Source: an optimization exercise on an open RTL-to-GDS flow (aim: small area). Production flows keep margins and buffers that such runs may drop. Function was checked by simulation only, so behaviour that the tests miss may differ from the original. Power is estimated from default activity; no workload was simulated.

==> flow/design.v <==
package sd_pkg;
  typedef enum logic [1:0] {
    ST_IDLE      = 2'd0,
    ST_WAIT_INIT = 2'd1,
    ST_REQ       = 2'd2,
    ST_FILL      = 2'd3
  } sd_state_e;
  localparam int          SD_SECTOR_BYTES   = 512;
  localparam logic [31:0] SD_DEFAULT_SECTOR = 32'd16640;
  localparam int          SD_TIMEOUT_CYCLES = 1000000;
  localparam int          SD_TMO_BITS       = 20;
  localparam logic [19:0] SD_TMO_LAST       = 20'hc3af5;
endpackage
module sd_word_ram (
  input  logic          i_clock,
  input  logic [31:0]   i_we,         
  input  logic [31:0]   i_wdata,
  input  logic [7:0]    i_row,        
  input  logic [15:0]   i_col,        
  input  logic [1:0]    i_xsel,
  input  logic [1:0][31:0] i_xdata,
  output logic [31:0]   o_rdata
);
  logic [127:0][31:0] r_ring;
  logic [127:0][31:0] w_next;
  logic [31:0]        w_wd_n;
  assign w_wd_n = ~i_wdata;
  for (genvar p = 0; p < 128; p++) begin : g_pos
    if ((p % 4) == 0) begin : g_port
      for (genvar b = 0; b < 32; b++) begin : g_bit
        sd_ram_oai22 u_wp (
          .i_a1 (((p / 4) % 2 == 0) ? w_wd_n[b] : i_wdata[b]),
          .i_a2 (!i_we[p / 4]),
          .i_b1 (r_ring[(p + 127) % 128][b]),
          .i_b2 (i_we[p / 4]),
          .o_y  (w_next[p][b])
        );
      end
    end else begin : g_shift
      assign w_next[p] = r_ring[p - 1];
    end
  end
  always_ff @(posedge i_clock) begin
    r_ring <= w_next;
  end
  logic [3:0][127:0][7:0] w_gdata;
  for (genvar q = 0; q < 4; q++) begin : g_grp
    for (genvar p = 0; p < 128; p++) begin : g_p
      assign w_gdata[q][p] = r_ring[p][8*q +: 8];
    end
    sd_ram_rdgrp u_grp (
      .i_row   (i_row),
      .i_row_n (~i_row),
      .i_col   (i_col),
      .i_col_n (~i_col),
      .i_data  (w_gdata[q]),
      .i_xsel  (i_xsel),
      .i_xdata ({i_xdata[1][8*q +: 8], i_xdata[0][8*q +: 8]}),
      .o_rdata (o_rdata[8*q +: 8])
    );
  end
endmodule
module sd_ram_rdgrp (
  input  logic [7:0]        i_row,
  input  logic [7:0]        i_row_n,
  input  logic [15:0]       i_col,
  input  logic [15:0]       i_col_n,
  input  logic [127:0][7:0] i_data,
  input  logic [1:0]        i_xsel,
  input  logic [1:0][7:0]   i_xdata,
  output logic [7:0]        o_rdata
);
  logic [127:0] w_sel;        
  for (genvar p = 0; p < 128; p++) begin : g_dec
    if (((p / 4) % 2) == 0) begin : g_t
      sd_ram_nor2 u_d (.i_a (i_row_n[p / 16]), .i_b (i_col_n[p % 16]), .o_y (w_sel[p]));
    end else begin : g_i
      sd_ram_nand2 u_d (.i_a (i_row[p / 16]), .i_b (i_col[p % 16]), .o_y (w_sel[p]));
    end
  end
  for (genvar b = 0; b < 8; b++) begin : g_rd
    logic [21:0] w_a;       
    logic [31:0] w_bt;      
    logic [65:0] w_td, w_ts;
    logic [9:0]  w_ah;      
    logic [15:0] w_bl;
    logic [2:0]  w_al;
    for (genvar k = 0; k < 64; k++) begin : g_tt
      assign w_td[k] = i_data[(k / 4) * 8 + (k % 4)][b];
      assign w_ts[k] = w_sel[(k / 4) * 8 + (k % 4)];
    end
    assign w_td[64] = i_xdata[0][b];
    assign w_ts[64] = i_xsel[0];
    assign w_td[65] = i_xdata[1][b];
    assign w_ts[65] = i_xsel[1];
    for (genvar g = 0; g < 22; g++) begin : g_aoi
      sd_ram_aoi222 u_a (
        .i_a1 (w_td[3*g]),   .i_a2 (w_ts[3*g]),
        .i_b1 (w_td[3*g+1]), .i_b2 (w_ts[3*g+1]),
        .i_c1 (w_td[3*g+2]), .i_c2 (w_ts[3*g+2]),
        .o_y  (w_a[g])
      );
    end
    for (genvar g = 0; g < 32; g++) begin : g_oai
      sd_ram_oai22 u_o (
        .i_a1 (i_data[((2*g) / 4) * 8 + 4 + ((2*g) % 4)][b]),
        .i_a2 (w_sel[((2*g) / 4) * 8 + 4 + ((2*g) % 4)]),
        .i_b1 (i_data[((2*g+1) / 4) * 8 + 4 + ((2*g+1) % 4)][b]),
        .i_b2 (w_sel[((2*g+1) / 4) * 8 + 4 + ((2*g+1) % 4)]),
        .o_y  (w_bt[g])
      );
    end
    for (genvar g = 0; g < 5; g++) begin : g_na
      sd_ram_nand4 u_n (.i_a (w_a[4*g]), .i_b (w_a[4*g+1]), .i_c (w_a[4*g+2]), .i_d (w_a[4*g+3]),
                        .o_y (w_ah[g]));
    end
    sd_ram_nand2 u_n5 (.i_a (w_a[20]), .i_b (w_a[21]), .o_y (w_ah[5]));
    for (genvar g = 0; g < 16; g++) begin : g_nb
      sd_ram_nor2 u_n (.i_a (w_bt[2*g]), .i_b (w_bt[2*g+1]), .o_y (w_bl[g]));
    end
    for (genvar g = 0; g < 4; g++) begin : g_nc
      sd_ram_nand4 u_n (.i_a (w_bl[4*g]), .i_b (w_bl[4*g+1]), .i_c (w_bl[4*g+2]), .i_d (w_bl[4*g+3]),
                        .o_y (w_ah[6+g]));
    end
    sd_ram_nor3 u_r0 (.i_a (w_ah[0]), .i_b (w_ah[1]), .i_c (w_ah[2]), .o_y (w_al[0]));
    sd_ram_nor3 u_r1 (.i_a (w_ah[3]), .i_b (w_ah[4]), .i_c (w_ah[5]), .o_y (w_al[1]));
    sd_ram_nor4 u_r2 (.i_a (w_ah[6]), .i_b (w_ah[7]), .i_c (w_ah[8]), .i_d (w_ah[9]), .o_y (w_al[2]));
    sd_ram_nand3 u_f (.i_a (w_al[0]), .i_b (w_al[1]), .i_c (w_al[2]), .o_y (o_rdata[b]));
  end
endmodule
module sd_ram_oai22 (input logic i_a1, i_a2, i_b1, i_b2, output logic o_y);
  assign o_y = ~((i_a1 | i_a2) & (i_b1 | i_b2));
endmodule
module sd_ram_aoi222 (input logic i_a1, i_a2, i_b1, i_b2, i_c1, i_c2, output logic o_y);
  assign o_y = ~((i_a1 & i_a2) | (i_b1 & i_b2) | (i_c1 & i_c2));
endmodule
module sd_ram_nand4 (input logic i_a, i_b, i_c, i_d, output logic o_y);
  assign o_y = ~(i_a & i_b & i_c & i_d);
endmodule
module sd_ram_nand2 (input logic i_a, i_b, output logic o_y);
  assign o_y = ~(i_a & i_b);
endmodule
module sd_ram_nand3 (input logic i_a, i_b, i_c, output logic o_y);
  assign o_y = ~(i_a & i_b & i_c);
endmodule
module sd_ram_nor2 (input logic i_a, i_b, output logic o_y);
  assign o_y = ~(i_a | i_b);
endmodule
module sd_ram_nor3 (input logic i_a, i_b, i_c, output logic o_y);
  assign o_y = ~(i_a | i_b | i_c);
endmodule
module sd_ram_nor4 (input logic i_a, i_b, i_c, i_d, output logic o_y);
  assign o_y = ~(i_a | i_b | i_c | i_d);
endmodule
module sd_sector_buffer
#(
  parameter int          SECTOR_BYTES   = sd_pkg::SD_SECTOR_BYTES,
  parameter logic [31:0] DEFAULT_SECTOR = sd_pkg::SD_DEFAULT_SECTOR,
  parameter int          TIMEOUT_CYCLES = sd_pkg::SD_TIMEOUT_CYCLES
) (
  input  logic        i_clock,
  input  logic        i_reset,
  input  logic        i_sd_initialized,
  input  logic        i_load_start,
  input  logic [31:0] i_load_sector,
  output logic        o_rd_req,
  output logic [31:0] o_rd_sector,
  input  logic        i_rd_byte_valid,
  input  logic [7:0]  i_rd_byte,
  input  logic        i_rd_complete,
  input  logic [31:0] i_cpu_addr,
  output logic [31:0] o_cpu_rdata,
  output logic        o_buf_valid,
  output logic        o_busy,
  output logic        o_err,
  output logic [9:0]  o_byte_count
);
  localparam logic [9:0]  FULL_COUNT = 10'(SECTOR_BYTES);
  localparam int          TW         = sd_pkg::SD_TMO_BITS;
  localparam logic [TW-1:0] TMO_LAST = sd_pkg::SD_TMO_LAST;
  sd_pkg::sd_state_e r_state;
  logic [31:0]   r_rd_sector;
  logic          r_buf_valid;
  logic          r_err;
  logic [9:0]    r_byte_count;
  logic          r_ovf;
  logic          r_auto_done;
  logic [TW-1:0] r_tmo;
  logic          r_cmpl_d;
  logic [31:0]   r_slot0, r_slot1;
  logic [5:0]    r_sidx0, r_sidx1;
  logic          r_srdy0, r_srdy1;
  logic [6:0]    r_phase;
  logic          w_idle, w_fill;
  logic          w_auto;
  logic          w_start;
  logic [31:0]   w_start_sector;
  logic          w_byte_in;
  logic          w_byte_acc;
  logic [1:0]    w_lane;
  logic [9:0]    w_cnt_next;
  logic          w_ovf_next;
  logic          w_cmpl_rise;
  logic          w_done;
  logic          w_tmo_hit;
  logic [TW-1:0] w_tmo_step;
  logic          w_unused_addr;
  assign w_idle         = (r_state == sd_pkg::ST_IDLE);
  assign w_fill         = (r_state == sd_pkg::ST_FILL);
  assign w_auto         = !r_auto_done && i_sd_initialized;
  assign w_start        = w_idle && (i_load_start || w_auto);
  assign w_start_sector = i_load_start ? i_load_sector : DEFAULT_SECTOR;
  assign w_byte_in      = w_fill && i_rd_byte_valid;
  assign w_byte_acc     = w_byte_in && !r_byte_count[9];
  assign w_lane         = r_byte_count[1:0];
  assign w_cnt_next     = r_byte_count + 10'(w_byte_acc);
  assign w_ovf_next     = r_ovf || (w_byte_in && !w_byte_acc);
  assign w_cmpl_rise    = i_rd_complete && !r_cmpl_d;
  assign w_done         = w_fill && w_cmpl_rise;
  assign w_tmo_hit      = w_fill && !w_byte_in && !w_cmpl_rise && (r_tmo == TMO_LAST);
  assign w_tmo_step     = {r_tmo[TW-2:0], ~(r_tmo[TW-1] ^ r_tmo[16])};
  assign w_unused_addr  = ^{i_cpu_addr[31:11], i_cpu_addr[1:0]};
  always_ff @(posedge i_clock) begin
    if (i_reset) begin
      r_cmpl_d <= 1'b0;
    end else begin
      r_cmpl_d <= i_rd_complete;
    end
  end
  always_ff @(posedge i_clock) begin
    if (w_fill && !w_byte_in) begin
      r_tmo <= w_tmo_step;
    end else begin
      r_tmo <= '0;
    end
  end
  always_ff @(posedge i_clock) begin
    if (i_reset) begin
      r_state      <= sd_pkg::ST_IDLE;
      r_rd_sector  <= '0;
      r_buf_valid  <= 1'b0;
      r_err        <= 1'b0;
      r_byte_count <= '0;
      r_ovf        <= 1'b0;
      r_auto_done  <= 1'b0;
    end else begin
      case (r_state)
        sd_pkg::ST_IDLE: begin
          if (w_start) begin
            r_state      <= sd_pkg::ST_WAIT_INIT;
            r_rd_sector  <= w_start_sector;
            r_buf_valid  <= 1'b0;
            r_err        <= 1'b0;
            r_byte_count <= '0;
            r_ovf        <= 1'b0;
            if (!i_load_start) begin
              r_auto_done <= 1'b1;
            end
          end
        end
        sd_pkg::ST_WAIT_INIT: begin
          if (i_sd_initialized) begin
            r_state <= sd_pkg::ST_REQ;
          end
        end
        sd_pkg::ST_REQ: begin
          r_state <= sd_pkg::ST_FILL;
        end
        default: begin
          r_byte_count <= w_cnt_next;
          r_ovf        <= w_ovf_next;
          if (w_cmpl_rise) begin
            r_state <= sd_pkg::ST_IDLE;
            if ((w_cnt_next == FULL_COUNT) && !w_ovf_next) begin
              r_buf_valid <= 1'b1;
            end else begin
              r_err <= 1'b1;
            end
          end else if (w_tmo_hit) begin
            r_state <= sd_pkg::ST_IDLE;
            r_err   <= 1'b1;
          end
        end
      endcase
    end
  end
  logic       w_slot;        
  logic       w_lane0;
  logic       w_ready;       
  logic [6:0] w_tgt0, w_tgt1;
  logic       w_m0, w_m1;
  logic       w_wr0, w_wr1;
  assign w_slot  = r_byte_count[2];
  assign w_lane0 = w_byte_acc && (w_lane == 2'd0);
  assign w_ready = (w_byte_acc && (w_lane == 2'd3)) || (w_done && (w_cnt_next[1:0] != 2'd0));
  assign w_tgt0 = {r_sidx0, 1'b0} + r_phase + 7'd1;
  assign w_tgt1 = {r_sidx1, 1'b1} + r_phase + 7'd1;
  assign w_m0   = r_srdy0 && (w_tgt0[1:0] == 2'd0);
  assign w_m1   = r_srdy1 && (w_tgt1[1:0] == 2'd0);
  assign w_wr0  = w_m0;
  assign w_wr1  = w_m1 && !w_m0;
  always_ff @(posedge i_clock) begin
    if (w_byte_acc && !w_slot) begin
      if (w_lane == 2'd0) begin
        r_slot0 <= {24'h0, i_rd_byte};
        r_sidx0 <= r_byte_count[8:3];
      end else begin
        r_slot0[8*w_lane +: 8] <= i_rd_byte;
      end
    end
    if (w_byte_acc && w_slot) begin
      if (w_lane == 2'd0) begin
        r_slot1 <= {24'h0, i_rd_byte};
        r_sidx1 <= r_byte_count[8:3];
      end else begin
        r_slot1[8*w_lane +: 8] <= i_rd_byte;
      end
    end
  end
  always_ff @(posedge i_clock) begin
    if (w_ready && !w_slot) begin
      r_srdy0 <= 1'b1;
    end else if ((w_lane0 && !w_slot) || w_wr0) begin
      r_srdy0 <= 1'b0;
    end
    if (w_ready && w_slot) begin
      r_srdy1 <= 1'b1;
    end else if ((w_lane0 && w_slot) || w_wr1) begin
      r_srdy1 <= 1'b0;
    end
  end
  logic        w_hit0, w_hit1;
  logic        w_rzero;
  logic [6:0]  w_rpos;
  logic [7:0]  w_rrow;
  logic [15:0] w_rcol;
  logic        w_ren;
  logic [31:0] w_rword;
  logic [31:0] w_we;
  logic [4:0]  w_wport;
  logic [31:0] r_rdata;
  always_ff @(posedge i_clock) begin
    r_phase <= r_phase + 7'd1;
  end
  assign w_rpos  = i_cpu_addr[8:2] + r_phase;
  assign w_rrow  = w_ren ? (8'd1 << w_rpos[6:4]) : 8'd0;
  assign w_rcol  = 16'd1 << w_rpos[3:0];
  assign w_hit0  = r_srdy0 && !i_cpu_addr[2] && (r_sidx0 == i_cpu_addr[8:3]);
  assign w_hit1  = r_srdy1 &&  i_cpu_addr[2] && (r_sidx1 == i_cpu_addr[8:3]);
  assign w_rzero = i_reset || (i_cpu_addr[10:9] != 2'b00);
  assign w_ren   = !w_rzero && !w_hit0 && !w_hit1;
  always_ff @(posedge i_clock) begin
    r_rdata <= w_rword;
  end
  assign w_wport = w_wr0 ? w_tgt0[6:2] : w_tgt1[6:2];
  assign w_we    = (w_m0 || w_m1) ? (32'd1 << w_wport) : 32'd0;
  sd_word_ram u_ram (
    .i_clock  (i_clock),
    .i_we     (w_we),
    .i_wdata  (w_wr0 ? r_slot0 : r_slot1),
    .i_row    (w_rrow),
    .i_col    (w_rcol),
    .i_xsel   ({!w_rzero && w_hit1, !w_rzero && w_hit0}),
    .i_xdata  ({r_slot1, r_slot0}),
    .o_rdata  (w_rword)
  );
  assign o_cpu_rdata  = r_rdata;
  assign o_rd_req     = (r_state == sd_pkg::ST_REQ);
  assign o_rd_sector  = r_rd_sector;
  assign o_buf_valid  = r_buf_valid;
  assign o_busy       = !w_idle;
  assign o_err        = r_err;
  assign o_byte_count = r_byte_count;
endmodule
==> flow/run.sh <==
#!/bin/bash
# synth_recipe.tcl (not shown) runs the flow's synth.tcl, then flattens the netlist and writes it again
# the make line also repeats each setting of config.mk as NAME=value (left out here)
make -C /OpenROAD-flow-scripts/flow DESIGN_CONFIG=/design/flow/config.mk WORK_HOME=/design/flow/orfs CLKGATE_MAP_FILE= SYNTH_SCRIPT=/design/flow/synth_recipe.tcl finish
==> flow/config.mk <==
export PLATFORM = sky130hd
export DESIGN_NAME = sd_sector_buffer
export DESIGN_NICKNAME = sd_sector_buffer
export VERILOG_FILES = /design/flow/design.v
export SDC_FILE = /design/flow/constraint.sdc
export NUM_CORES = 4
export LEC_CHECK = 0
export CAP_MARGIN = 20
export CORE_MARGIN = 2
export CORE_UTILIZATION = 55
export CTS_CLUSTER_DIAMETER = 60
export CTS_CLUSTER_SIZE = 20
export GPL_TIMING_DRIVEN = 0
export PLACE_DENSITY = 0.65
export SLEW_MARGIN = 20
export SYNTH_HIERARCHICAL = 1
export SYNTH_MINIMUM_KEEP_SIZE = 0
==> flow/constraint.sdc <==
create_clock -name core_clock -period 5.0 [get_ports {i_clock}]
set_input_delay 1.0000 -clock core_clock [delete_from_list [all_inputs] [get_ports {i_clock}]]
set_output_delay 1.0000 -clock core_clock [all_outputs]
set_load 0.01 [all_outputs]
==> results of run 1 <==
[final timing paths]
path / to / slack (ps) / depth (start not counted)
setup / recovery: r_rdata[10]$_DFF_P_ / -130 / 16
hold / removal: u_ram.r_ring[1398]$_DFF_P_ / 310 / 0
setup reg to reg: r_rdata[10]$_DFF_P_ / -30 / 11
hold reg to reg: u_ram.r_ring[1398]$_DFF_P_ / 310 / 0
[final cells by class]
| type | instances | area, sq um |
|---|---|---|
| inverters | 103 | 437 |
| flip-flops and latches | 4282 | 86500 |
| repair buffers | 300 | 4550 |
| diodes | 9 | 22.5 |
| clock inverters | 21 | 253 |
| plain buffers | 45 | 201 |
| fillers | 16300 | 79400 |
| well taps | 2821 | 3530 |
| multi-input cells | 4884 | 31300 |
| clock buffers | 267 | 6350 |
[metrics by stage]
step                      setup slack, ps  area [sq um]  power [mW]
final                                -126        133000        55.2
after global routing                -34.6        133000        56.6
after CTS                            37.7        133000        55.2
after detailed placement            -1600        126000        36.1
after global placement             -11090        123000        36.0
after floorplan                      53.9        118000        35.6
[flip-flops by register name, indices dropped and copies added (netlist names), 2 cells and up, named ones only]
| signal | count |
|---|---|
| u_ram.r_ring | 4096 |
| r_rd_sector | 32 |
| r_rdata | 32 |
| r_slot0 | 24 |
| r_slot1 | 24 |
| r_tmo | 20 |
| r_byte_count | 10 |
| r_phase | 7 |
| r_sidx0 | 6 |
| r_sidx1 | 6 |
| r_state | 2 |
[placed cells by master (no fill, tap or decap), types with 34 or more instances in the layout]
cell	count
sky130_fd_sc_hd__clkbuf_1	48
sky130_fd_sc_hd__buf_12	57
sky130_fd_sc_hd__dfxtp_1	4206
sky130_fd_sc_hd__nand3_1	41
sky130_fd_sc_hd__buf_16	58
sky130_fd_sc_hd__nor4_2	34
sky130_fd_sc_hd__nand4_1	292
sky130_fd_sc_hd__edfxtp_1	76
sky130_fd_sc_hd__nor3_2	58
sky130_fd_sc_hd__buf_4	34
sky130_fd_sc_hd__nand2b_1	55
sky130_fd_sc_hd__clkdlybuf4s50_1	132
sky130_fd_sc_hd__clkbuf_16	249
sky130_fd_sc_hd__a21oi_1	68
sky130_fd_sc_hd__nor2_1	814
sky130_fd_sc_hd__nor2_4	42
sky130_fd_sc_hd__inv_2	57
sky130_fd_sc_hd__nand2_1	406
sky130_fd_sc_hd__o22ai_1	2050
sky130_fd_sc_hd__a222oi_1	704
[routing by layer]
layer / global-route usage / vias to the layer above / routed length (um)
li1: - / 37600 / -
met1: 0.513 / 43400 / 169000
met3: 0.0987 / 1178 / 52100
met2: 0.559 / 5929 / 180000
met5: 0.00154 / - / 115
met4: 0.207 / 14 / 27500
[repair_timing]
action | CTS | global route
buffers inserted | 12 | 0
resized for setup | 19 | 34
pin swaps | 21 | 18
endpoints found under the setup margin | 32 | 27
[power breakdown]
part	internal (mW)	total, mW	switching [mW]	leakage, nW
Clock	9.04	19.9	10.8	3.24
Sequential	34.3	34.3	0.0739	35.8
Combinational	0.383	1.02	0.638	10.9
Total	43.7	55.2	11.5	50.0
==> out/summary.md, run 1 <==
### Detailed routing
- remaining number of nets flagged by the antenna check after routing: 0
- drt first-iter violations: 15.5k
- final routed DRC violation total: 0
- final routed wirelength across all metal layers: 429000 um
- DR vias: 88.1k
- average detailed-routed wire length per instance: 33.7 um
- vias per cell: 6.92
- detailed-routing iteration count for the pre-antenna-repair pass: 17

### Setup path
- signal arrival time at the worst endpoint: 5840 ps
- kind of cell with the highest combined delay on the critical path: compound AO/OA/AOI/OAI gates
- critical path launch point: i_cpu_addr[2]
- CP max-delay cell: sky130_fd_sc_hd__a222oi_1
- largest fanout of any net on the critical path: 17
- count of buffering cells on the critical path with inverters included: 3
- Critical Path Sink Type: flip-flop
- kind of start point of the critical path: input port
- WS Path Type: in2reg
- Critical Path RT: 5720 ps
- startpoint of the worst-slack reg-to-reg timing path: r_phase[0]$_DFF_P_
- worst stage delay on the critical path: 1070 ps
- CP cell instances: clkdlybuf4s50_1, ha_1, fa_1, a21o_1, a21oi_2, o21ai_0, nand3_2, or2_2, nor2_4, buf_12, inv_8, nor2_1, a222oi_1, nand2_1, nor3_2, nand3_1

### Global route
- pin count of the biggest net entering global routing: 33
- overflow left after global routing: 0
- gr usage total: 0.380
- vias in the first global route: 84.0k
- initial antenna violation count: 27
- global-route wire length before repair: 598000 um

### STA
- measured slew at the worst slew-check pin: 1310 ps
- Slew headroom: 0.128
- hold violation total from the final report: 0
- Tmin final: 5130 ps
- clock skew: 39.6 ps
- fmax: 195 MHz
- unrepaired setup endpoints after global routing: true
- max-slew violations: 0
- Worst Hold Margin: 312 ps
- Period Utilization, post-route: 1.03
- Final TNS setup: -582 ps
- slack of the critical path: -126 ps
- count of endpoints failing setup in the final report: 12

### Pwr
- leakage power summed over all cells: 50.0 nW
- Worst VDD drop: 0.000436 V
- power per unit of standard cell area: 415 nW/um^2

### Floorplan
- number of standard-cell rows in the floorplan: 169
- Placeable Area: 213000 sq um
- height of the die: 467 um
- io pins: 156
- die extent in x: 467 um
- Die ar.: 218000 sq um
- initial core utilization: 0.554

### Hold path
- worst min path class: reg2reg
- Worst Min Path Start: u_ram.r_ring[1366]$_DFF_P_

### Synth
- Post-Synthesis Net Count: 9423
- Synth Area per Inst: 12.6 sq um
- Yosys warning count: 8
- gate count after technology mapping: 9314
- synthesized cell area: 118000 sq um

### CTS
- clock input transition at the sequential cells of the worst setup and hold paths: 80 ps
- CTS tree: yes
- Clk Latency, worst-skew pair: 920 ps
- count of hold buffers inserted by post-cts repair: 0
- clock buffers created by TritonCTS: 239
- buffer type at the clock tree root: sky130_fd_sc_hd__clkbuf_16
- CTS sink cnt: 4282
- CTS H-tree lvls: 4
- CTS Buffer Depth: 3

### Cells and area
- Non-Filler Instances: 12.7k
- layout cells sized above 1: 0.0761
- final core utilization: 0.626
- growth of design area from synthesis to finish: 13.0%
- Total Nets Final: 9964

### Placement
- number of buffers added on ports: 132
- number of cells after detailed placement: 12.4k
- DP Wirelength: 303000 um
- global placer's final weighted congestion: 0.951

### Run
- count of maximum capacitance violations: 0

### Status
- violated layout checks: setup timing
- result of the run: finished with violations

==> run 2: changes to the inputs <==
--- a/flow/config.mk
+++ b/flow/config.mk
@@ -13,3 +13,4 @@
 export GPL_TIMING_DRIVEN = 0
-export PLACE_DENSITY = 0.65
+export PLACE_DENSITY = 0.6
+export SETUP_SLACK_MARGIN = 0.2
 export SLEW_MARGIN = 20
==> run 2 against run 1 <==
  * The run now finishes clean
  * Critical path type unchanged
  * Combinational power is essentially flat
  * Sequential power is essentially flat
  * Register-to-register slack gained 170 ps
  * Synthesized cell count is the same
  * Fmax grew 4.5%
  * Clock power is essentially flat
  * Global-route usage grew 0.34 points
  * Non-clock buffer count grew 8
==> out/summary.md, run 2 <==
### Status
- result of the run: timing/DRC/antenna clean

### Placement
- DP Worst Slack: -1650 ps
- number of buffers added on ports: 132
- DP Wirelength: 309000 um
- global placer's final weighted congestion: 0.941
- number of cells after detailed placement: 12.4k
- area after detailed placement: 126000 sq um

### Global route
- global-route wire length before repair: 601000 um
- initial antenna violation count: 23
- gr usage total: 0.384
- vias in the first global route: 82.2k
- overflow left after global routing: 0
- pin count of the biggest net entering global routing: 33

### CTS
- CTS tree: yes
- CTS Buffer Depth: 3
- CTS H-tree lvls: 4
- Clk Latency, worst-skew pair: 910 ps
- count of hold buffers inserted by post-cts repair: 0
- clock buffers created by TritonCTS: 240
- CTS sink cnt: 4282
- clock input transition at the sequential cells of the worst setup and hold paths: 80 ps
- buffer type at the clock tree root: sky130_fd_sc_hd__clkbuf_16

### Setup path
- flop2flop setup slack: 140 ps
- largest fanout of any net on the critical path: 17
- reg2reg path depth: 16
- signal arrival time at the worst endpoint: 5630 ps
- kind of start point of the critical path: input port
- startpoint of the worst-slack reg-to-reg timing path: r_phase[0]$_DFF_P_
- Critical Path Sink Type: flip-flop
- RR Endpoint: r_rdata[23]$_DFF_P_
- WS Path Type: in2reg
- Critical Path RT: 5720 ps

### Detailed routing
- average detailed-routed wire length per instance: 33.9 um
- final routed wirelength across all metal layers: 433000 um
- DR vias: 87.5k
- drt first-iter violations: 14.1k
- final routed DRC violation total: 0
- vias per cell: 6.86
- detailed-routing iteration count for the pre-antenna-repair pass: 15
- remaining number of nets flagged by the antenna check after routing: 0

### Floorplan
- io pins: 156
- initial core utilization: 0.554
- number of standard-cell rows in the floorplan: 169
- Die ar.: 218000 sq um
- Placeable Area: 213000 sq um
- die extent in x: 467 um
- height of the die: 467 um

### Run
- count of maximum capacitance violations: 0

### Cells and area
- Most flops, register: u_ram.r_ring
- Regs by FF count: u_ram.r_ring: 4096 flops, r_rd_sector: 32 flops, r_rdata: 32 flops
- Non-Filler Instances: 12.8k
- flip-flop count of the largest register after layout: 4096
- post-route design area: 134000 sq um
- commonest cells after routing, fill and taps aside: sky130_fd_sc_hd__dfxtp_1 (4206), sky130_fd_sc_hd__o22ai_1 (2050), sky130_fd_sc_hd__nor2_1 (793)
- Total Nets Final: 9973
- layout cells sized above 1: 0.0805
- most common cell after layout, fill and taps aside: sky130_fd_sc_hd__dfxtp_1
- growth of design area from synthesis to finish: 13.4%

### Hold path
- worst min path class: reg2reg
- number of stages on the worst hold path: 0
- Worst Min Path Start: u_ram.r_ring[1367]$_DFF_P_
- capture endpoint of the worst hold path: u_ram.r_ring[1399]$_DFF_P_

### STA
- Tmin final: 4910 ps
- slack of the critical path: 94.5 ps
- measured slew at the worst slew-check pin: 1230 ps
- count of endpoints failing setup in the final report: 0
- fmax: 204 MHz
- Slew headroom: 0.181
- clock skew: 36.0 ps
- max-slew violations: 0
- Period Utilization, post-route: 0.981
- unrepaired setup endpoints after global routing: false
- hold violation total from the final report: 0

### Pwr
- Design Power: 55.5 mW
- clock power share: 0.364
- power per unit of standard cell area: 416 nW/um^2
- leakage power summed over all cells: 50.2 nW
- fraction of power spent switching nets: 0.209
- combinational cell fraction of total power: 0.018
- sequential fraction of design power: 0.618
- net switching component of the power: 11.6 mW
- internal power contribution: 44.0 mW
- Worst VDD drop: 0.000376 V

### Synth
- Post-Synthesis Net Count: 9423
- synthesized cell area: 118000 sq um
- Yosys warning count: 8
- gate count after technology mapping: 9314
- Synth Area per Inst: 12.6 sq um

==> run 2: layout make-up <==
class,count,area (sq um)
diodes,13,32.5
plain buffers,45,204
clock buffers,272,6420
clock inverters,28,358
fillers,16600,79000
inverters,103,455
multi-input cells,4884,31300
flip-flops and latches,4282,86500
well taps,2821,3530
repair buffers,308,4710
==> run 2: power by group through the flow <==
stage	clock (mW)	combinational (mW)	sequential, mW
finish	20.2	1.01	34.3
floorplan	0	0.401	35.2
detailed placement	0	0.974	35.1
CTS	20.3	0.986	34.3
global route	21.5	1.06	34.4
global placement	0	0.911	35.1
==> run 2: worst max-delay path: stages <==
cell and delay [ps]:
sky130_fd_sc_hd__dlygate4sd2_1 350, sky130_fd_sc_hd__ha_1 280, sky130_fd_sc_hd__fa_1 440, sky130_fd_sc_hd__a21o_1 190, sky130_fd_sc_hd__a21oi_2 200, sky130_fd_sc_hd__o21ai_0 160, sky130_fd_sc_hd__nand3_2 200, sky130_fd_sc_hd__or2_2 210
sky130_fd_sc_hd__nor2_4 70, sky130_fd_sc_hd__buf_16 160, sky130_fd_sc_hd__inv_8 180, sky130_fd_sc_hd__buf_12 220, sky130_fd_sc_hd__nor2_1 150, sky130_fd_sc_hd__a222oi_1 990, sky130_fd_sc_hd__nand2_1 240, sky130_fd_sc_hd__nor3_2 310
sky130_fd_sc_hd__nand3_2 210
==> run 2: how the worst max path moves through the flow <==
stage / cells past startpoint / slack, ps / end / from
floorplan: 14 / 260 / r_rdata[0]$_DFF_P_ / i_cpu_addr[2]
global placement: 13 / -11200 / r_rdata[6]$_DFF_P_ / i_cpu_addr[2]
detailed placement: 17 / -1650 / r_rdata[19]$_DFF_P_ / i_cpu_addr[2]
CTS: 18 / 190 / r_rdata[7]$_DFF_P_ / i_cpu_addr[2]
global route: 17 / 190 / r_rdata[12]$_DFF_P_ / i_cpu_addr[2]
finish: 17 / 90 / r_rdata[23]$_DFF_P_ / i_cpu_addr[2]
==> run 2: repair_timing <==
item	in CTS	in global routing
gates resized for setup	38	53
buffers inserted	8	6
pin swaps	24	27
endpoints found under the setup margin	104	65
==> run 2: stage by stage <==
stage / setup TNS [ps] / hold WS [ps] / util
2_1_floorplan: 0 / 330 / -
3_3_place_gp: -3097170 / 332 / 0.577
4_1_cts: 0 / 334 / 0.627
5_1_grt: 0 / 344 / 0.628
3_5_place_dp: -44040 / 335 / 0.594
6_report: 0 / 334 / 0.628
==> run 2: routing by layer <==
metal / wire length [um] / global-route usage / share of wire
met3: 45400 / 0.0754 / 0.10
met1: 178000 / 0.538 / 0.41
met4: 24100 / 0.179 / 0.056
met5: 27 / 0 / 0.000062
met2: 185000 / 0.572 / 0.43
==> run 3: changes to the inputs <==
--- a/flow/config.mk
+++ b/flow/config.mk
@@ -10,7 +10,7 @@
 export CORE_UTILIZATION = 55
-export CTS_CLUSTER_DIAMETER = 60
-export CTS_CLUSTER_SIZE = 20
+export CTS_CLUSTER_DIAMETER = 70
+export CTS_CLUSTER_SIZE = 32
 export GPL_TIMING_DRIVEN = 0
 export PLACE_DENSITY = 0.6
-export SETUP_SLACK_MARGIN = 0.2
+export SETUP_SLACK_MARGIN = 0.3
 export SLEW_MARGIN = 20
==> run 3 against run 2 <==
  * Design area down 0.75%
  * Global-route usage shrank 0.34 points
  * Cell count hardly changed
  * Critical path depth shrank 5
  * Largest cell class unchanged
  * Highest routed layer unchanged
  * Critical path type unchanged
  * Clock power decreased by 7%
==> out/summary.md, run 3 <==
### Detailed routing
- sum of met3 wire segment lengths after detailed routing: 45100 um
- WL met2: 186000 um
- detailed-routing iteration count for the pre-antenna-repair pass: 14
- vias per cell: 6.81
- drt first-iter violations: 15.1k
- Routed met1 length: 175000 um
- top routing layer used: met5
- remaining number of nets flagged by the antenna check after routing: 0
- final routed wirelength across all metal layers: 429000 um
- final routed DRC violation total: 0
- average detailed-routed wire length per instance: 33.7 um
- DR vias: 86.8k

### Floorplan
- Die ar.: 218000 sq um
- die extent in x: 467 um
- height of the die: 467 um
- Placeable Area: 213000 sq um
- io pins: 156
- initial core utilization: 0.554
- number of standard-cell rows in the floorplan: 169

### STA
- Slew headroom: 0.215
- hold violation total from the final report: 0
- unrepaired setup endpoints after global routing: true
- count of endpoints failing setup in the final report: 0
- slack of the critical path: 259 ps
- measured slew at the worst slew-check pin: 1180 ps
- fmax: 211 MHz
- Tmin final: 4740 ps
- clock skew: 47.2 ps
- Period Utilization, post-route: 0.948
- max-slew violations: 0

### CTS
- buffer type at the clock tree root: sky130_fd_sc_hd__clkbuf_16
- count of hold buffers inserted by post-cts repair: 0
- CTS H-tree lvls: 4
- CTS tree: yes
- Clk Latency, worst-skew pair: 910 ps
- CTS sink cnt: 4282
- CTS Buffer Depth: 3
- clock buffers created by TritonCTS: 174
- clock input transition at the sequential cells of the worst setup and hold paths: 120 ps

### Pwr
- combinational cell fraction of total power: 0.019
- sequential fraction of design power: 0.636
- net switching component of the power: 11.8 mW
- internal power contribution: 42.3 mW
- power per unit of standard cell area: 408 nW/um^2
- fraction of power spent switching nets: 0.218
- clock power share: 0.345
- Worst VDD drop: 0.000397 V
- leakage power summed over all cells: 49.7 nW

### Synth
- gate count after technology mapping: 9314
- synthesized cell area: 118000 sq um
- Post-Synthesis Net Count: 9423
- Synth Area per Inst: 12.6 sq um
- Yosys warning count: 8

### Setup path
- largest fanout of any net on the critical path: 19
- WS Path Type: in2reg
- Critical Path RT: 5700 ps
- Critical Path Sink Type: flip-flop
- flop2flop setup slack: 270 ps
- kind of start point of the critical path: input port
- signal arrival time at the worst endpoint: 5440 ps

### Status
- result of the run: timing/DRC/antenna clean

### Cells and area
- most common cell after layout, fill and taps aside: sky130_fd_sc_hd__dfxtp_1
- post-route design area: 133000 sq um
- Total Nets Final: 9907
- flip-flop count of the largest register after layout: 4096
- Regs by FF count: u_ram.r_ring: 4096 flops, r_rd_sector: 32 flops, r_rdata: 32 flops
- commonest cells after routing, fill and taps aside: sky130_fd_sc_hd__dfxtp_1 (4206), sky130_fd_sc_hd__o22ai_1 (2050), sky130_fd_sc_hd__nor2_1 (811)
- fillers: 16.8k
- growth of design area from synthesis to finish: 12.6%
- layout cells sized above 1: 0.0785
- Most flops, register: u_ram.r_ring

### Global route
- gr usage total: 0.380
- pin count of the biggest net entering global routing: 34
- initial antenna violation count: 18
- overflow left after global routing: 0
- global-route wire length before repair: 595000 um
- vias in the first global route: 82.0k

### Placement
- global placer's final weighted congestion: 0.955
- DP Wirelength: 306000 um
- DP Worst Slack: -1420 ps
- number of buffers added on ports: 132
- area after detailed placement: 126000 sq um

### Hold path
- worst min path class: reg2reg

### Run
- count of maximum capacitance violations: 0

-- run 3: critical path: stages --
cell	delay [ps]
sky130_fd_sc_hd__clkdlybuf4s50_1	470
sky130_fd_sc_hd__ha_1	270
sky130_fd_sc_hd__fa_2	640
sky130_fd_sc_hd__nand2b_1	320
sky130_fd_sc_hd__nor2_1	170
sky130_fd_sc_hd__inv_6	330
sky130_fd_sc_hd__buf_16	300
sky130_fd_sc_hd__nor2_1	240
sky130_fd_sc_hd__a222oi_1	640
sky130_fd_sc_hd__nand4_1	370
sky130_fd_sc_hd__nor3_2	340
sky130_fd_sc_hd__nand3_1	270
-- run 3: power by group through the flow --
stage / clock network (mW) / logic [mW] / registers [mW]
final: 18.7 / 1.02 / 34.4
after global routing: 20.0 / 1.07 / 34.4
after CTS: 18.7 / 1.00 / 34.4
after detailed placement: 0 / 0.987 / 35.1
after global placement: 0 / 0.922 / 35.1
after floorplan: 0 / 0.401 / 35.2
-- run 3: metrics by stage --
stage	TNS (ps)	cells	hold slack [ps]	util	total power, mW
after global placement	-3264130	12300	332	0.577	36.1
after CTS	0	12700	324	0.622	54.1
after global routing	0	12700	327	0.624	55.4
after detailed placement	-40070	12400	335	0.594	36.1
after floorplan	0	9314	330	-	35.6
final	0	12700	326	0.624	54.1
-- run 3: per-layer routing --
metal  vias to the layer above  global-route usage
li1                      37600                   -
met1                     43100               0.518
met2                      5185               0.574
met3                      1014              0.0882
met4                        12               0.178
met5                         -             0.00264
-- run 3: cell type report --
class                           instances  area [sq um]  share of cell area
Timing Repair Buffer                  308          4640              0.0350
Inverter                              103           467             0.00352
Buffer                                 45           203             0.00153
Clock inverter                         84          1050             0.00790
Antenna cell                           13          32.5            0.000245
Sequential cell                      4282         86500               0.653
Multi-Input combinational cell       4884         31300               0.236
Tap cell                             2821          3530              0.0266
Clock buffer                          209          4860              0.0367
-- run 3: worst paths after layout --
kind / startpoint / endpoint / cells after the start
max: i_cpu_addr[2] / r_rdata[30]$_DFF_P_ / 12
max reg2reg: r_phase[2]$_DFF_P_ / u_ram.r_ring[541]$_DFF_P_ / 10
min reg2reg: u_ram.r_ring[1184]$_DFF_P_ / u_ram.r_ring[1216]$_DFF_P_ / 0
min: u_ram.r_ring[1184]$_DFF_P_ / u_ram.r_ring[1216]$_DFF_P_ / 0
-- run 3: what timing repair did --
action                                  in CTS  in global routing
buffers inserted                            11                 12
resized for setup                           23                 48
pin swaps                                   14                 33
endpoints found under the setup margin     224                 66
==> run 4: changes to the inputs <==
--- a/flow/design.v
+++ b/flow/design.v
@@ -28,9 +28,13 @@
   for (genvar p = 0; p < 128; p++) begin : g_pos
-    if ((p % 4) == 0) begin : g_port
+    localparam int S  = p / 8;
+    localparam int K  = p % 8;
+    localparam int A  = (4 - (S % 4)) % 4;         
+    localparam int KP = 8 * S + (K + 7) % 8;       
+    if (K == A || K == A + 4) begin : g_port
       for (genvar b = 0; b < 32; b++) begin : g_bit
         sd_ram_oai22 u_wp (
-          .i_a1 (((p / 4) % 2 == 0) ? w_wd_n[b] : i_wdata[b]),
-          .i_a2 (!i_we[p / 4]),
-          .i_b1 (r_ring[(p + 127) % 128][b]),
-          .i_b2 (i_we[p / 4]),
+          .i_a1 ((K == A) ? w_wd_n[b] : i_wdata[b]),
+          .i_a2 (!i_we[2 * S + ((K == A) ? 0 : 1)]),
+          .i_b1 (r_ring[KP][b]),
+          .i_b2 (i_we[2 * S + ((K == A) ? 0 : 1)]),
           .o_y  (w_next[p][b])
@@ -39,3 +43,3 @@
     end else begin : g_shift
-      assign w_next[p] = r_ring[p - 1];
+      assign w_next[p] = r_ring[KP];
     end
@@ -74,6 +78,7 @@
   for (genvar p = 0; p < 128; p++) begin : g_dec
-    if (((p / 4) % 2) == 0) begin : g_t
-      sd_ram_nor2 u_d (.i_a (i_row_n[p / 16]), .i_b (i_col_n[p % 16]), .o_y (w_sel[p]));
+    localparam int A = (4 - ((p / 8) % 4)) % 4;    
+    if ((((p % 8) - A + 8) % 8) < 4) begin : g_t
+      sd_ram_nor2 u_d (.i_a (i_row_n[p % 8]), .i_b (i_col_n[p / 8]), .o_y (w_sel[p]));
     end else begin : g_i
-      sd_ram_nand2 u_d (.i_a (i_row[p / 16]), .i_b (i_col[p % 16]), .o_y (w_sel[p]));
+      sd_ram_nand2 u_d (.i_a (i_row[p % 8]), .i_b (i_col[p / 8]), .o_y (w_sel[p]));
     end
@@ -88,4 +93,5 @@
     for (genvar k = 0; k < 64; k++) begin : g_tt
-      assign w_td[k] = i_data[(k / 4) * 8 + (k % 4)][b];
-      assign w_ts[k] = w_sel[(k / 4) * 8 + (k % 4)];
+      localparam int P = 8 * (k / 4) + ((4 - ((k / 4) % 4)) % 4 + (k % 4)) % 8;
+      assign w_td[k] = i_data[P][b];
+      assign w_ts[k] = w_sel[P];
     end
@@ -104,7 +110,9 @@
     for (genvar g = 0; g < 32; g++) begin : g_oai
+      localparam int P0 = 8 * ((2*g) / 4) + ((4 - (((2*g) / 4) % 4)) % 4 + 4 + ((2*g) % 4)) % 8;
+      localparam int P1 = 8 * ((2*g+1) / 4) + ((4 - (((2*g+1) / 4) % 4)) % 4 + 4 + ((2*g+1) % 4)) % 8;
       sd_ram_oai22 u_o (
-        .i_a1 (i_data[((2*g) / 4) * 8 + 4 + ((2*g) % 4)][b]),
-        .i_a2 (w_sel[((2*g) / 4) * 8 + 4 + ((2*g) % 4)]),
-        .i_b1 (i_data[((2*g+1) / 4) * 8 + 4 + ((2*g+1) % 4)][b]),
-        .i_b2 (w_sel[((2*g+1) / 4) * 8 + 4 + ((2*g+1) % 4)]),
+        .i_a1 (i_data[P0][b]),
+        .i_a2 (w_sel[P0]),
+        .i_b1 (i_data[P1][b]),
+        .i_b2 (w_sel[P1]),
         .o_y  (w_bt[g])
@@ -192,3 +200,3 @@
   logic          r_srdy0, r_srdy1;
-  logic [6:0]    r_phase;
+  logic [2:0]    r_phase;
   logic          w_idle, w_fill;
@@ -208,3 +216,3 @@
   assign w_idle         = (r_state == sd_pkg::ST_IDLE);
-  assign w_fill         = (r_state == sd_pkg::ST_FILL);
+  assign w_fill         = (r_state == sd_pkg::ST_FILL) && !i_reset;   
   assign w_auto         = !r_auto_done && i_sd_initialized;
@@ -295,4 +303,6 @@
   assign w_ready = (w_byte_acc && (w_lane == 2'd3)) || (w_done && (w_cnt_next[1:0] != 2'd0));
-  assign w_tgt0 = {r_sidx0, 1'b0} + r_phase + 7'd1;
-  assign w_tgt1 = {r_sidx1, 1'b1} + r_phase + 7'd1;
+  assign w_tgt0 = {r_sidx0[2:0], 1'b0,
+                   3'(r_sidx0[5:3] + r_phase + 3'd1 + {r_sidx0[0], r_sidx0[0], 1'b0})};
+  assign w_tgt1 = {r_sidx1[2:0], 1'b1,
+                   3'(r_sidx1[5:3] + r_phase + 3'd1 + {1'b1, r_sidx1[0], 1'b1})};
   assign w_m0   = r_srdy0 && (w_tgt0[1:0] == 2'd0);
@@ -333,3 +343,3 @@
   logic        w_rzero;
-  logic [6:0]  w_rpos;
+  logic [2:0]  w_rstep;
   logic [7:0]  w_rrow;
@@ -342,7 +352,7 @@
   always_ff @(posedge i_clock) begin
-    r_phase <= r_phase + 7'd1;
+    r_phase <= r_phase + 3'd1;
   end
-  assign w_rpos  = i_cpu_addr[8:2] + r_phase;
-  assign w_rrow  = w_ren ? (8'd1 << w_rpos[6:4]) : 8'd0;
-  assign w_rcol  = 16'd1 << w_rpos[3:0];
+  assign w_rstep = i_cpu_addr[8:6] + r_phase;
+  assign w_rrow  = w_ren ? (8'd1 << w_rstep) : 8'd0;
+  assign w_rcol  = 16'd1 << i_cpu_addr[5:2];
   assign w_hit0  = r_srdy0 && !i_cpu_addr[2] && (r_sidx0 == i_cpu_addr[8:3]);
--- a/flow/config.mk
+++ b/flow/config.mk
@@ -10,7 +10,7 @@
 export CORE_UTILIZATION = 55
-export CTS_CLUSTER_DIAMETER = 70
-export CTS_CLUSTER_SIZE = 32
+export CTS_CLUSTER_DIAMETER = 60
+export CTS_CLUSTER_SIZE = 28
 export GPL_TIMING_DRIVEN = 0
 export PLACE_DENSITY = 0.6
-export SETUP_SLACK_MARGIN = 0.3
+export SETUP_SLACK_MARGIN = 0.2
 export SLEW_MARGIN = 20
==> run 4 against run 3 <==
  * Register-to-register slack worse by 160 ps
  * Worst hold slack better by 1.9 ps
  * Sequential power increased by 3%
  * Worst setup slack got worse by 270 ps
  * Clock skew down 19 ps
  * Highest routed layer is now met4
  * Via count increased by 0.37%
  * Power grew 6.8%
  * Fmax shrank 5.4%
  * First-iteration DRC count decreased by 4.2%
  * Clock-buffer cell count grew 24
  * The layout now fails its checks (setup timing)
==> out/summary.md, run 4 <==
### STA
- measured slew at the worst slew-check pin: 1330 ps
- Period Utilization, post-route: 1.00
- Final TNS setup: -12.2 ps
- Slew headroom: 0.110
- max-slew violations: 0
- slack of the critical path: -12.2 ps
- count of endpoints failing setup in the final report: 1
- unrepaired setup endpoints after global routing: true
- clock skew: 28.3 ps
- hold violation total from the final report: 0
- fmax: 200 MHz
- Tmin final: 5010 ps

### Synth
- Post-Synthesis Net Count: 9248
- gate count after technology mapping: 9149
- synthesized cell area: 117000 sq um
- Yosys warning count: 8
- Synth Area per Inst: 12.8 sq um

### Pwr
- Worst VDD drop: 0.000399 V
- leakage power summed over all cells: 49.6 nW
- combinational cell fraction of total power: 0.037
- clock power share: 0.351
- fraction of power spent switching nets: 0.234
- internal power contribution: 44.2 mW
- net switching component of the power: 13.5 mW
- power per unit of standard cell area: 435 nW/um^2
- sequential fraction of design power: 0.613
- Design Power: 57.7 mW

### Detailed routing
- average detailed-routed wire length per instance: 34.5 um
- detailed-routing iteration count for the pre-antenna-repair pass: 14
- remaining number of nets flagged by the antenna check after routing: 0
- drt first-iter violations: 14.5k
- final routed wirelength across all metal layers: 436000 um
- vias per cell: 6.90
- DR vias: 87.2k
- final routed DRC violation total: 0

### Floorplan
- die extent in x: 465 um
- Die ar.: 216000 sq um
- Placeable Area: 212000 sq um
- io pins: 156
- height of the die: 465 um
- initial core utilization: 0.552
- number of standard-cell rows in the floorplan: 169

### Placement
- number of cells after detailed placement: 12.3k
- global placer's final weighted congestion: 0.943
- number of buffers added on ports: 128
- DP Wirelength: 302000 um
- DP Worst Slack: -1510 ps

### Global route
- initial antenna violation count: 12
- global-route wire length before repair: 601000 um
- vias in the first global route: 82.4k
- gr usage total: 0.387
- pin count of the biggest net entering global routing: 36
- overflow left after global routing: 0

### CTS
- buffer type at the clock tree root: sky130_fd_sc_hd__clkbuf_16
- Clk Latency, worst-skew pair: 890 ps
- CTS tree: yes
- clock input transition at the sequential cells of the worst setup and hold paths: 110 ps
- count of hold buffers inserted by post-cts repair: 0
- CTS H-tree lvls: 4
- clock buffers created by TritonCTS: 203
- CTS Buffer Depth: 3
- CTS sink cnt: 4278

### Setup path
- signal arrival time at the worst endpoint: 5800 ps
- Critical Path RT: 5780 ps
- reg2reg path depth: 16
- largest fanout of any net on the critical path: 20
- RR Endpoint: r_rdata[29]$_DFF_P_
- WS Path Type: in2reg
- kind of start point of the critical path: input port
- Critical Path Sink Type: flip-flop
- flop2flop setup slack: 110 ps
- startpoint of the worst-slack reg-to-reg timing path: r_sidx0[0]$_DFFE_PP_

### Cells and area
- Non-Filler Instances: 12.6k
- Regs by FF count: u_ram.r_ring: 4096 flops, r_rd_sector: 32 flops, r_rdata: 32 flops
- Total Nets Final: 9750
- commonest cells after routing, fill and taps aside: sky130_fd_sc_hd__dfxtp_1 (4202), sky130_fd_sc_hd__o22ai_1 (2049), sky130_fd_sc_hd__nor2_1 (791)
- final core utilization: 0.626
- flip-flop count of the largest register after layout: 4096
- fillers: 16.5k
- growth of design area from synthesis to finish: 13.5%
- Most flops, register: u_ram.r_ring
- most common cell after layout, fill and taps aside: sky130_fd_sc_hd__dfxtp_1
- layout cells sized above 1: 0.0860

### Hold path
- capture endpoint of the worst hold path: u_ram.r_ring[1298]$_DFF_P_
- Worst Min Path Start: u_ram.r_ring[1522]$_DFF_P_
- number of stages on the worst hold path: 0
- worst min path class: reg2reg

### Status
- result of the run: finished with violations
- violated layout checks: setup timing

### Run
- count of maximum capacitance violations: 0

-- run 4: cell type report --
type / instances / area (sq um) / share of cell area
Sequential cell: 4278 / 86400 / 0.652
Multi-Input combinational cell: 4723 / 30600 / 0.231
Clock buffer: 233 / 5450 / 0.0411
Timing Repair Buffer: 297 / 4410 / 0.0333
Tap cell: 2821 / 3530 / 0.0266
Clock inverter: 121 / 1430 / 0.0108
Inverter: 105 / 517 / 0.00390
Buffer: 43 / 181 / 0.00137
Antenna cell: 6 / 15.0 / 0.000113
-- run 4: timing repair --
action / 4_1_cts / 5_1_grt
pin swaps: 22 / 31
cloned: 1 / 1
setup endpoints to repair: 48 / 37
setup buffers: 6 / 2
gates resized for setup: 38 / 54
-- run 4: per-layer routing --
layer	vias up	routed length, um	global-route usage
met2	5572	188000	0.578
li1	37100	-	-
met4	0	25700	0.199
met1	43300	174000	0.526
met3	1144	48700	0.0902
met5	-	0	0
-- run 4: how the worst max path moves through the flow --
stage | from | end | slack, ps | depth (start not counted)
3_3_place_gp | i_cpu_addr[6] | r_rdata[31]$_DFF_P_ | -12750 | 13
4_1_cts | i_cpu_addr[6] | r_rdata[3]$_DFF_P_ | 190 | 16
6_report | i_reset | r_rdata[29]$_DFF_P_ | -10 | 14
2_1_floorplan | i_cpu_addr[6] | r_rdata[0]$_DFF_P_ | 290 | 12
5_1_grt | i_reset | r_rdata[27]$_DFF_P_ | 180 | 15
3_5_place_dp | i_cpu_addr[3] | r_rdata[3]$_DFF_P_ | -1510 | 16
-- run 4: through the flow --
stage | hold slack (ps) | instance area, sq um
after detailed placement | 335 | 125000
after global placement | 332 | 122000
after CTS | 331 | 132000
after floorplan | 330 | 117000
after global routing | 328 | 133000
final | 328 | 133000
-- run 4: power groups by stage --
stage | logic [mW] | clock network [mW] | registers [mW]
finish | 2.11 | 20.2 | 35.4
CTS | 2.02 | 20.3 | 35.3
global route | 2.14 | 21.6 | 35.5
detailed placement | 2.01 | 0 | 36.1
floorplan | 0.780 | 0 | 36.0
global placement | 1.86 | 0 | 36.1
-- run 4: critical path, stage by stage --
cell	delay, ps
sky130_fd_sc_hd__clkdlybuf4s50_1	520
sky130_fd_sc_hd__or3_1	540
sky130_fd_sc_hd__nor3_1	530
sky130_fd_sc_hd__nand2_2	220
sky130_fd_sc_hd__nor2_4	560
sky130_fd_sc_hd__buf_12	270
sky130_fd_sc_hd__buf_12	220
sky130_fd_sc_hd__inv_6	150
sky130_fd_sc_hd__buf_16	230
sky130_fd_sc_hd__nor2_1	580
sky130_fd_sc_hd__a222oi_1	250
sky130_fd_sc_hd__nand4_1	280
sky130_fd_sc_hd__nor3_4	110
sky130_fd_sc_hd__nand3_1	200
==> run 5: changes to the inputs <==
==> flow/flow/run.sh (new file) <==
#!/bin/bash
set -euo pipefail
export BUFFER_PORTS_ARGS="-buffer_cell sky130_fd_sc_hd__buf_2"
export CTS_ARGS="-sink_clustering_enable -repair_clock_nets -sink_clustering_size 28 -sink_clustering_max_diameter 60 -dont_use_dummy_load"
bash standard.sh > run_make.log 2>&1
==> flow/standard.sh (new file) <==
#!/bin/bash
# synth_recipe.tcl (not shown) runs the flow's synth.tcl, then flattens the netlist and writes it again
# the make line also repeats each setting of config.mk as NAME=value (left out here)
make -C /OpenROAD-flow-scripts/flow DESIGN_CONFIG=/design/flow/config.mk WORK_HOME=/design/flow/orfs CLKGATE_MAP_FILE= SYNTH_SCRIPT=/design/flow/synth_recipe.tcl "${@:-finish}"
removed: flow/run.sh
==> run 5 against run 4 <==
  * Utilization decreased by 1.1 points
  * Cell count decreased by 1.1%
  * First-iteration DRC count decreased by 1.4%
  * Sequential cell count unchanged
  * Worst setup slack improved by 82 ps
  * Combinational power decreased by 3%
  * Fmax increased by 1.7%
  * Via count decreased by 0.66%
  * Now clean on timing, DRC and antenna
  * Critical endpoint is now u_ram.r_ring[2073]$_DFF_P_
==> out/summary.md, run 5 <==
### STA
- hold violation total from the final report: 0
- Worst Hold Margin: 309 ps
- count of endpoints failing setup in the final report: 0
- fmax: 203 MHz
- unrepaired setup endpoints after global routing: true
- slack of the critical path: 69.3 ps
- Period Utilization, post-route: 0.986
- Slew headroom: 0.182
- measured slew at the worst slew-check pin: 1230 ps
- Tmin final: 4930 ps
- max-slew violations: 0
- Final TNS setup: 0 ps
- clock skew: 76.1 ps

### CTS
- CTS H-tree lvls: 4
- CTS tree: yes
- CTS Buffer Depth: 3
- clock input transition at the sequential cells of the worst setup and hold paths: 100 ps
- buffer type at the clock tree root: sky130_fd_sc_hd__clkbuf_16
- CTS sink cnt: 4278
- clock buffers created by TritonCTS: 204
- Clk Latency, worst-skew pair: 920 ps
- count of hold buffers inserted by post-cts repair: 0

### Pwr
- power per unit of standard cell area: 422 nW/um^2
- fraction of power spent switching nets: 0.223
- Worst VDD drop: 0.000402 V
- sequential fraction of design power: 0.644
- net switching component of the power: 12.3 mW
- combinational cell fraction of total power: 0.037
- leakage power summed over all cells: 48.9 nW
- clock power share: 0.319
- internal power contribution: 42.7 mW
- Design Power: 55.0 mW

### Floorplan
- Die ar.: 216000 sq um
- initial core utilization: 0.552
- die extent in x: 465 um
- Placeable Area: 212000 sq um
- io pins: 156
- number of standard-cell rows in the floorplan: 169
- height of the die: 465 um

### Detailed routing
- average detailed-routed wire length per instance: 34.7 um
- remaining number of nets flagged by the antenna check after routing: 0
- DR vias: 86.6k
- final routed wirelength across all metal layers: 434000 um
- final routed DRC violation total: 0
- drt first-iter violations: 14.3k
- vias per cell: 6.93
- detailed-routing iteration count for the pre-antenna-repair pass: 14

### Status
- result of the run: timing/DRC/antenna clean

### Setup path
- Critical Path RT: 5790 ps
- kind of cell with the highest combined delay on the critical path: buffers and inverters
- CP max-delay cell: sky130_fd_sc_hd__clkbuf_1
- Critical Path Sink Type: flip-flop
- reg2reg path depth: 9
- count of buffering cells on the critical path with inverters included: 3
- CP cell instances: fa_1, ha_1, and3b_1, clkbuf_1, buf_1, nand2_1, nand2_2, inv_2, o22ai_1
- RR Endpoint: u_ram.r_ring[2073]$_DFF_P_
- WS Path Type: reg2reg
- signal arrival time at the worst endpoint: 5720 ps
- worst stage delay on the critical path: 700 ps
- kind of start point of the critical path: flip-flop
- startpoint of the worst-slack reg-to-reg timing path: r_sidx0[4]$_DFFE_PP_
- largest fanout of any net on the critical path: 17
- flop2flop setup slack: 70 ps

### Placement
- number of cells after detailed placement: 12.3k
- number of buffers added on ports: 128
- DP Worst Slack: -1360 ps
- DP Wirelength: 305000 um
- global placer's final weighted congestion: 0.991
- area after detailed placement: 125000 sq um

### Cells and area
- layout cells sized above 1: 0.0838
- post-route design area: 130000 sq um
- flip-flop count of the largest register after layout: 4096
- Non-Filler Instances: 12.5k
- Regs by FF count: u_ram.r_ring: 4096 flops, r_rd_sector: 32 flops, r_rdata: 32 flops
- most common cell after layout, fill and taps aside: sky130_fd_sc_hd__dfxtp_1
- fillers: 16.8k
- Total Nets Final: 9764
- commonest cells after routing, fill and taps aside: sky130_fd_sc_hd__dfxtp_1 (4202), sky130_fd_sc_hd__o22ai_1 (2049), sky130_fd_sc_hd__nor2_1 (824)
- area occupied by registers: 86400 sq um
- final core utilization: 0.615
- Most flops, register: u_ram.r_ring
- multi-input gate area in the final layout: 30400 sq um
- growth of design area from synthesis to finish: 11.5%

### Global route
- overflow left after global routing: 0
- pin count of the biggest net entering global routing: 34
- initial antenna violation count: 26
- global-route wire length before repair: 602000 um
- gr usage total: 0.387
- vias in the first global route: 82.6k

### Synth
- Yosys warning count: 8
- Synth Area per Inst: 12.8 sq um
- Post-Synthesis Net Count: 9248
- synthesized cell area: 117000 sq um
- gate count after technology mapping: 9149

### Hold path
- capture endpoint of the worst hold path: u_ram.r_ring[344]$_DFF_P_
- Worst Min Path Start: u_ram.r_ring[312]$_DFF_P_
- worst min path class: reg2reg
- number of stages on the worst hold path: 0

### Run
- count of maximum capacitance violations: 0

## run 5: worst max-delay path by stage
stage / slack, ps / depth (start not counted) / start / endpoint
2_1_floorplan: 290 / 12 / i_cpu_addr[6] / r_rdata[0]$_DFF_P_
3_3_place_gp: -13730 / 13 / i_cpu_addr[3] / r_rdata[25]$_DFF_P_
3_5_place_dp: -1360 / 16 / i_cpu_addr[3] / r_rdata[20]$_DFF_P_
4_1_cts: 140 / 15 / r_sidx1[2]$_DFFE_PP_ / r_rdata[20]$_DFF_P_
5_1_grt: 160 / 15 / r_sidx1[0]$_DFFE_PP_ / r_rdata[20]$_DFF_P_
6_report: 70 / 9 / r_sidx0[4]$_DFFE_PP_ / u_ram.r_ring[2073]$_DFF_P_
## run 5: worst register-to-register path, cell delays in order, from the launching register on
cell	delay, ps
sky130_fd_sc_hd__edfxtp_1	450
sky130_fd_sc_hd__fa_1	480
sky130_fd_sc_hd__ha_1	310
sky130_fd_sc_hd__and3b_1	290
sky130_fd_sc_hd__clkbuf_1	700
sky130_fd_sc_hd__buf_1	660
sky130_fd_sc_hd__nand2_1	160
sky130_fd_sc_hd__nand2_2	690
sky130_fd_sc_hd__inv_2	620
sky130_fd_sc_hd__o22ai_1	480
## run 5: area by class of cell
| type | instances | area share |
|---|---|---|
| Sequential cell | 4278 | 0.664 |
| Multi-Input combinational cell | 4723 | 0.234 |
| Clock buffer | 204 | 0.0392 |
| Timing Repair Buffer | 310 | 0.0309 |
| Tap cell | 2821 | 0.0271 |
| Inverter | 105 | 0.00359 |
| Buffer | 43 | 0.00139 |
| Antenna cell | 9 | 0.000173 |
## run 5: what timing repair did
action | 4_1_cts | 5_1_grt
gates resized for setup | 15 | 21
pin swaps | 4 | 20
buffers inserted | 9 | 6
cloned | 1 | 1
endpoints found under the setup margin | 41 | 63
## run 5: routing by layer
metal | GRT usage | vias up | part of all wire
met3 | 0.0798 | 1091 | 0.10
met2 | 0.584 | 5307 | 0.44
met1 | 0.522 | 43300 | 0.40
met4 | 0.214 | 8 | 0.063
met5 | 0 | - | 0.00013
li1 | - | 36900 | -
## run 5: power by group through the flow
stage          combinational, mW  clock, mW  sequential (mW)
6_report                    2.04       17.5             35.4
3_3_place_gp                1.76          0             36.1
3_5_place_dp                1.94          0             36.1
5_1_grt                     2.07       18.8             35.4
4_1_cts                     1.95       17.6             35.3
2_1_floorplan              0.780          0             36.0
==> run 6: changes to the inputs <==
==> flow/flow/run.sh (replaced) <==
#!/bin/bash
set -euo pipefail
export BUFFER_PORTS_ARGS="-buffer_cell sky130_fd_sc_hd__buf_2"
export CTS_ARGS="-sink_clustering_enable -repair_clock_nets -sink_clustering_size 32 -sink_clustering_max_diameter 66 -dont_use_dummy_load"
bash standard.sh > run_make.log 2>&1
--- a/flow/config.mk
+++ b/flow/config.mk
@@ -10,4 +10,4 @@
 export CORE_UTILIZATION = 55
-export CTS_CLUSTER_DIAMETER = 60
-export CTS_CLUSTER_SIZE = 28
+export CTS_CLUSTER_DIAMETER = 66
+export CTS_CLUSTER_SIZE = 32
 export GPL_TIMING_DRIVEN = 0
==> run 6 against run 5 <==
  * Clock skew is 2.9 ps lower
  * Register-to-register slack hardly changed
  * Utilization is 0.27 points lower
  * Via count is 0.12% higher
  * Critical path depth stayed put
  * Sequential share of layout area is 0.29 points higher
  * Global-route usage is 0.087 points lower
  * Clock-buffer cell count is 23 lower
  * Fmax is 0.20% higher
  * Sequential cell count stayed put
  * Die area stayed put
  * Clock power is 5% lower
  * Largest cell class unchanged
==> out/summary.md, run 6 <==
### Global route
- overflow left after global routing: 0
- gr usage total: 0.386
- initial antenna violation count: 21
- vias in the first global route: 82.1k
- global-route wire length before repair: 601000 um
- pin count of the biggest net entering global routing: 34

### Setup path
- largest fanout of any net on the critical path: 17
- kind of start point of the critical path: flip-flop
- Critical Path RT: 5770 ps
- Critical Path Sink Type: flip-flop
- WS Path Type: reg2reg
- reg2reg path depth: 9
- signal arrival time at the worst endpoint: 5690 ps

### Detailed routing
- final routed DRC violation total: 0
- average detailed-routed wire length per instance: 34.8 um
- final routed wirelength across all metal layers: 435000 um
- drt first-iter violations: 14.7k
- vias per cell: 6.95
- detailed-routing iteration count for the pre-antenna-repair pass: 13
- remaining number of nets flagged by the antenna check after routing: 0
- DR vias: 86.7k

### CTS
- CTS Buffer Depth: 3
- count of hold buffers inserted by post-cts repair: 0
- CTS H-tree lvls: 4
- clock buffers created by TritonCTS: 181
- buffer type at the clock tree root: sky130_fd_sc_hd__clkbuf_16
- CTS tree: yes
- Clk Latency, worst-skew pair: 900 ps
- clock input transition at the sequential cells of the worst setup and hold paths: 120 ps
- CTS sink cnt: 4278

### Run
- count of maximum capacitance violations: 0

### Cells and area
- Non-Filler Instances: 12.5k
- post-route design area: 130000 sq um
- most common cell after layout, fill and taps aside: sky130_fd_sc_hd__dfxtp_1
- commonest cells after routing, fill and taps aside: sky130_fd_sc_hd__dfxtp_1 (4202), sky130_fd_sc_hd__o22ai_1 (2049), sky130_fd_sc_hd__nor2_1 (822)
- flip-flop count of the largest register after layout: 4096
- Most flops, register: u_ram.r_ring
- final core utilization: 0.612
- growth of design area from synthesis to finish: 11.0%
- Regs by FF count: u_ram.r_ring: 4096 flops, r_rd_sector: 32 flops, r_rdata: 32 flops
- Total Nets Final: 9741
- layout cells sized above 1: 0.0818

### Pwr
- power per unit of standard cell area: 417 nW/um^2
- Design Power: 54.0 mW
- leakage power summed over all cells: 48.7 nW
- Worst VDD drop: 0.000398 V

### Placement
- number of buffers added on ports: 128
- number of cells after detailed placement: 12.3k
- DP Worst Slack: -1360 ps
- DP Wirelength: 305000 um
- global placer's final weighted congestion: 0.991
- area after detailed placement: 125000 sq um

### Hold path
- number of stages on the worst hold path: 0
- worst min path class: reg2reg

### STA
- fmax: 203 MHz
- max-slew violations: 0
- Final TNS setup: 0 ps
- Slew headroom: 0.161
- Worst Hold Margin: 283 ps
- unrepaired setup endpoints after global routing: false
- measured slew at the worst slew-check pin: 1260 ps
- Tmin final: 4920 ps
- hold violation total from the final report: 0
- slack of the critical path: 79.2 ps
- Period Utilization, post-route: 0.984
- count of endpoints failing setup in the final report: 0
- clock skew: 73.2 ps

### Floorplan
- io pins: 156
- initial core utilization: 0.552
- Placeable Area: 212000 sq um
- number of standard-cell rows in the floorplan: 169
- height of the die: 465 um
- Die ar.: 216000 sq um
- die extent in x: 465 um

### Synth
- Yosys warning count: 8
- synthesized cell area: 117000 sq um
- gate count after technology mapping: 9149
- Synth Area per Inst: 12.8 sq um
- Post-Synthesis Net Count: 9248

### Status
- result of the run: timing/DRC/antenna clean

-- run 6: worst max-delay path, cell delays in order, from the launching register on --
cell,delay (ps)
sky130_fd_sc_hd__edfxtp_1,440
sky130_fd_sc_hd__fa_1,470
sky130_fd_sc_hd__ha_1,310
sky130_fd_sc_hd__and3b_1,290
sky130_fd_sc_hd__clkbuf_1,730
sky130_fd_sc_hd__buf_1,640
sky130_fd_sc_hd__nand2_1,140
sky130_fd_sc_hd__nand2_2,700
sky130_fd_sc_hd__inv_2,630
sky130_fd_sc_hd__o22ai_1,440
-- run 6: cell type report --
cell class                      count  area, sq um
Buffer                             43          181
Inverter                          105          472
Timing Repair Buffer              310         4030
Antenna cell                       11         27.5
Clock buffer                      181         4530
Sequential cell                  4278        86400
Tap cell                         2821         3530
Fill cell                       16800        82000
Multi-Input combinational cell   4723        30400
-- run 6: metal layers --
metal  part of all wire  vias up  track usage
li1                   -    36900            -
met1               0.40    43500        0.526
met2               0.44     5263        0.583
met3              0.099     1068       0.0720
met4              0.062        4        0.210
met5           0.000092        -            0
-- run 6: worst paths after layout --
kind,startpoint,end,slack (ps)
worst min-delay path,u_ram.r_ring[2237]$_DFF_P_,u_ram.r_ring[2269]$_DFF_P_,280
worst max-delay path,r_sidx0[4]$_DFFE_PP_,u_ram.r_ring[2864]$_DFF_P_,80
worst max register to register,r_sidx0[4]$_DFFE_PP_,u_ram.r_ring[2864]$_DFF_P_,80
worst min register to register,u_ram.r_ring[2237]$_DFF_P_,u_ram.r_ring[2269]$_DFF_P_,280
-- run 6: repair_timing --
| action | in CTS | in global routing |
|---|---|---|
| pin swaps | 9 | 15 |
| endpoints found under the setup margin | 42 | 194 |
| setup buffers | 4 | 10 |
| gates resized for setup | 21 | 16 |
| gates cloned | 1 | 2 |
-- run 6: power breakdown --
group	total [mW]	switching [mW]	internal, mW
Clock	16.6	10.1	6.50
Sequential	35.4	0.442	34.9
Combinational	2.05	1.54	0.509
Total	54.0	12.1	41.9

[re-timing with driven ports]
In the flow no input, the clock included, has a driving cell. The finished layouts below were timed again as built, in two steps. Step 1 (the two cells are an assumption about what drives the block):
set clk [get_ports {i_clock}]
set_driving_cell -lib_cell sky130_fd_sc_hd__clkbuf_16 $clk
set_driving_cell -lib_cell sky130_fd_sc_hd__buf_2 [delete_from_list [all_inputs] $clk]
Step 2 times the ports against the registers' clock, not the clock port: input delays grow and output delays shrink by t, the midpoint of the rising clock arrivals with the driver on. a / b / c = no drivers / after step 1 / after step 2; a / b = the first two.
run | shift t [ns] | setup WS [ns] | worst slew at a driven data input, ns
run 1 | 0.998 | -0.126 / -0.110 / -1.109 | 0.19
run 2 | 0.980 | 0.095 / 0.140 / -0.819 | 0.20
run 3 | 0.980 | 0.259 / 0.271 / -0.693 | 0.12
run 4 | 0.974 | -0.012 / 0.053 / -0.921 | 0.07
run 5 | 0.971 | 0.069 / 0.069 / -0.757 | 0.07
run 6 | 0.947 | 0.079 / 0.079 / -0.769 | 0.07
Met with ideal ports but missed after step 2: setup timing in run 2, run 3, run 5 and run 6. The setup slack of run 1, which loses most, moves by +0.016 ns with the drivers and by -0.983 ns with both steps.
